Background: an optimization exercise with open tools, aiming at a short achievable clock period and few clock cycles. Do not read the settings as production practice.
No activity file was given, so power comes from the tool's default toggle rates.

Setup of old:
// dma_top
module dma_top (
    input  logic        clk_i,
    input  logic        rst_i,
    input  logic        reg_en_i,
    input  logic        reg_we_i,
    input  logic [4:0]  reg_addr_i,
    input  logic [63:0] reg_wdata_i,
    output logic [63:0] reg_rdata_o,
    input  logic        mem_gnt_i,
    input  logic        mem_rvalid_i,
    input  logic [63:0] mem_rdata_i,
    input  logic        mem_bdone_i,
    output logic        mem_req_o,
    output logic        mem_we_o,
    output logic [31:0] mem_addr_o,
    output logic [63:0] mem_wdata_o,
    output logic [7:0]  mem_beats_o,
    output logic        mem_last_o,
    output logic        done_o
);
Size: about 5500 cells after synthesis, ~84000 um^2 of cells after synthesis.
Settings: LEC_CHECK=0, CAP_MARGIN=20, CORE_MARGIN=2, CORE_UTILIZATION=60, SLEW_MARGIN=20, TNS_END_PERCENT=100; clock period 9.0 ns.
standard.sh (not shown) runs the stock make flow with config.mk's settings and CLKGATE_MAP_FILE= SYNTH_SCRIPT=/design/flow/synth_recipe.tcl, a recipe that flattens the netlist after the stock synthesis.
==> flow/flow/run.sh <==
#!/bin/bash
set -euo pipefail
bash standard.sh SETUP_SLACK_MARGIN=6.5 finish > make.log 2>&1
For new, these inputs were changed with respect to old:
==> flow/flow/run.sh <==
#!/bin/bash
set -euo pipefail
bash standard.sh SETUP_SLACK_MARGIN=6.0 finish > make.log 2>&1
### Flow results
- In the tables for old and new, number of instances resized during post-cts repair reads lower with new.
- Compared with old, in new minimum clock period up 0.013 ns; amount of wire on met3 after detailed routing down about 5%.
- Wire length, old and new, lower one = new.
No functional check of the RTL was part of any run of this note.

Setup of run A:
dma_top, a different RTL version from the one above (not shown whole).
Size: ~2,200 flip-flops, ~310 I/O pins.
==> flow/config.mk <==
export PLATFORM = sky130hd
export DESIGN_NAME = dma_top
export DESIGN_NICKNAME = dma_top
export VERILOG_FILES = /design/flow/design.v
export SDC_FILE = /design/flow/constraint.sdc
export NUM_CORES = 4
export LEC_CHECK = 0
export CAP_MARGIN = 20
export CORE_MARGIN = 2
export CORE_UTILIZATION = 60
export SLEW_MARGIN = 20
export TNS_END_PERCENT = 100
==> flow/constraint.sdc <==
create_clock -name core_clock -period 9.0 [get_ports {clk_i}]
set_input_delay 1.8000 -clock core_clock [delete_from_list [all_inputs] [get_ports {clk_i}]]
set_output_delay 1.8000 -clock core_clock [all_outputs]
set_load 0.01 [all_outputs]
==> flow/flow/run.sh <==
#!/bin/bash
set -euo pipefail
bash standard.sh SETUP_SLACK_MARGIN=6.0 MATCH_CELL_FOOTPRINT=0 "BUFFER_PORTS_ARGS=-buffer_cell sky130_fd_sc_hd__buf_4" finish > make.log 2>&1
[inputs] run B vs run A
Settings: an added CTS_CLUSTER_DIAMETER of 60; an added CTS_CLUSTER_SIZE of 30.
==> flow/flow/run.sh <==
#!/bin/bash
set -euo pipefail
bash standard.sh SETUP_SLACK_MARGIN=6.0 finish > make.log 2>&1
[summary]
Looking at final cycle utilization of the critical path, run B sits 0.69 points below run A.
Per the comparison of run B with run A, sequential share of layout area up 1.3 points, total number of H-tree levels closely matched the old numbers, total routed wirelength now smaller, number of flip-flops and latches comparable, worst hold margin went down by 0.010 ns.
Going from run A to run B, wire length of the first global-routing pass shrinks by about 0.55%.
Run B against run A: logic gate share of total power went up by 1.0 points, share of total power in the clock network lost 5.1 points, number of nets with antenna violations after detailed routing has remained practically unchanged, final critical-path setup slack increased by 0.062 ns relative to the old numbers.
Here is what was changed in the inputs of run C compared with run B.
Settings: a change of CTS_CLUSTER_DIAMETER from 60 to 80; a change of CTS_CLUSTER_SIZE from 30 to 24.
Findings:
- Clock-buffer cell count, run C and run B, lower one = run B.
- In the reports for run C and run B, the larger proportion of power drawn by the clock network belongs to run B.
- Run C -> run B: critical path depth delta 0, exact match
- On power density normalized to cell area: between run C and run B, it ends up higher for run B.
- | register-to-register slack | run C vs run B | 0.09 ns lower |
- Comparing the two runs side by side, run C comes out ahead of run B on total power.
- When run C is set beside run B, its total of fill cells in the finished design turns out to be 1.8% larger.
- | ratio of final minimum period to clock period | run C vs run B | ≈ equal |
- Run B -> run C: total number of vias flat
- The worst hold slack after final layout of run C was superior to that of run B.
- When run C is measured against run B, its peak supply drop turns out 0.0074 mV lower.
> inputs changed (run C -> run D)
Settings: clearing CTS_CLUSTER_SIZE, which used to be 24; clearing CTS_CLUSTER_DIAMETER, which used to be 80.
## What came out
Re global-route total usage across every layer: run D is 0.65 points up on run C.
The flow did not stop early for run D: all stages ran, and the layout cleared the timing, DRC and antenna checks.
Run C -> run D: maximum number of pins on one net before global-route repair delta 0, exact match
Run C → run D: logic gate share of total power now smaller, power +about 14%, area growth from synthesis to layout went up, setup slack shrank by 0.035 ns, time the final worst path needs with I/O delays and setup up 0.035 ns.
No run of this note included a check of the RTL's function; only the layout flow was run.

afterwards: timing with drivers on the ports:
How much do the figures lean on ideal ports? The routed layouts below were timed once more, with nothing changed but the port constraints. Step 1 (the two cells are an assumption about what drives the block):
set clk [get_ports {clk_i}]
set_driving_cell -lib_cell sky130_fd_sc_hd__clkbuf_16 $clk
set_driving_cell -lib_cell sky130_fd_sc_hd__buf_2 [delete_from_list [all_inputs] $clk]
Step 2, shift: input delay + t, output delay - t, t = (earliest + latest rising clock arrival at the registers) / 2. This alone moves slack from input paths to output paths. Slacks: ideal ports / drivers / drivers and shift; pairs: ideal ports / drivers.
run	t, ns	setup slack, ns	worst hold slack (ns)
old	0.922	5.721 / 5.636 / 5.172	0.475 / 0.475 / 0.475
new	0.915	5.707 / 5.618 / 5.162	0.471 / 0.471 / 0.471
run A	0.935	5.681 / 5.599 / 5.090	0.485 / 0.485 / 0.485
run B	0.877	5.743 / 5.652 / 5.096	0.475 / 0.475 / 0.475
run C	0.843	5.754 / 5.670 / 5.134	0.481 / 0.481 / 0.481
run D	0.911	5.719 / 5.625 / 5.175	0.472 / 0.472 / 0.472
After both steps every run listed still meets setup and hold. For run B, which loses most, drivers alone change the setup slack by -0.091 ns; drivers and shift together by -0.647 ns.
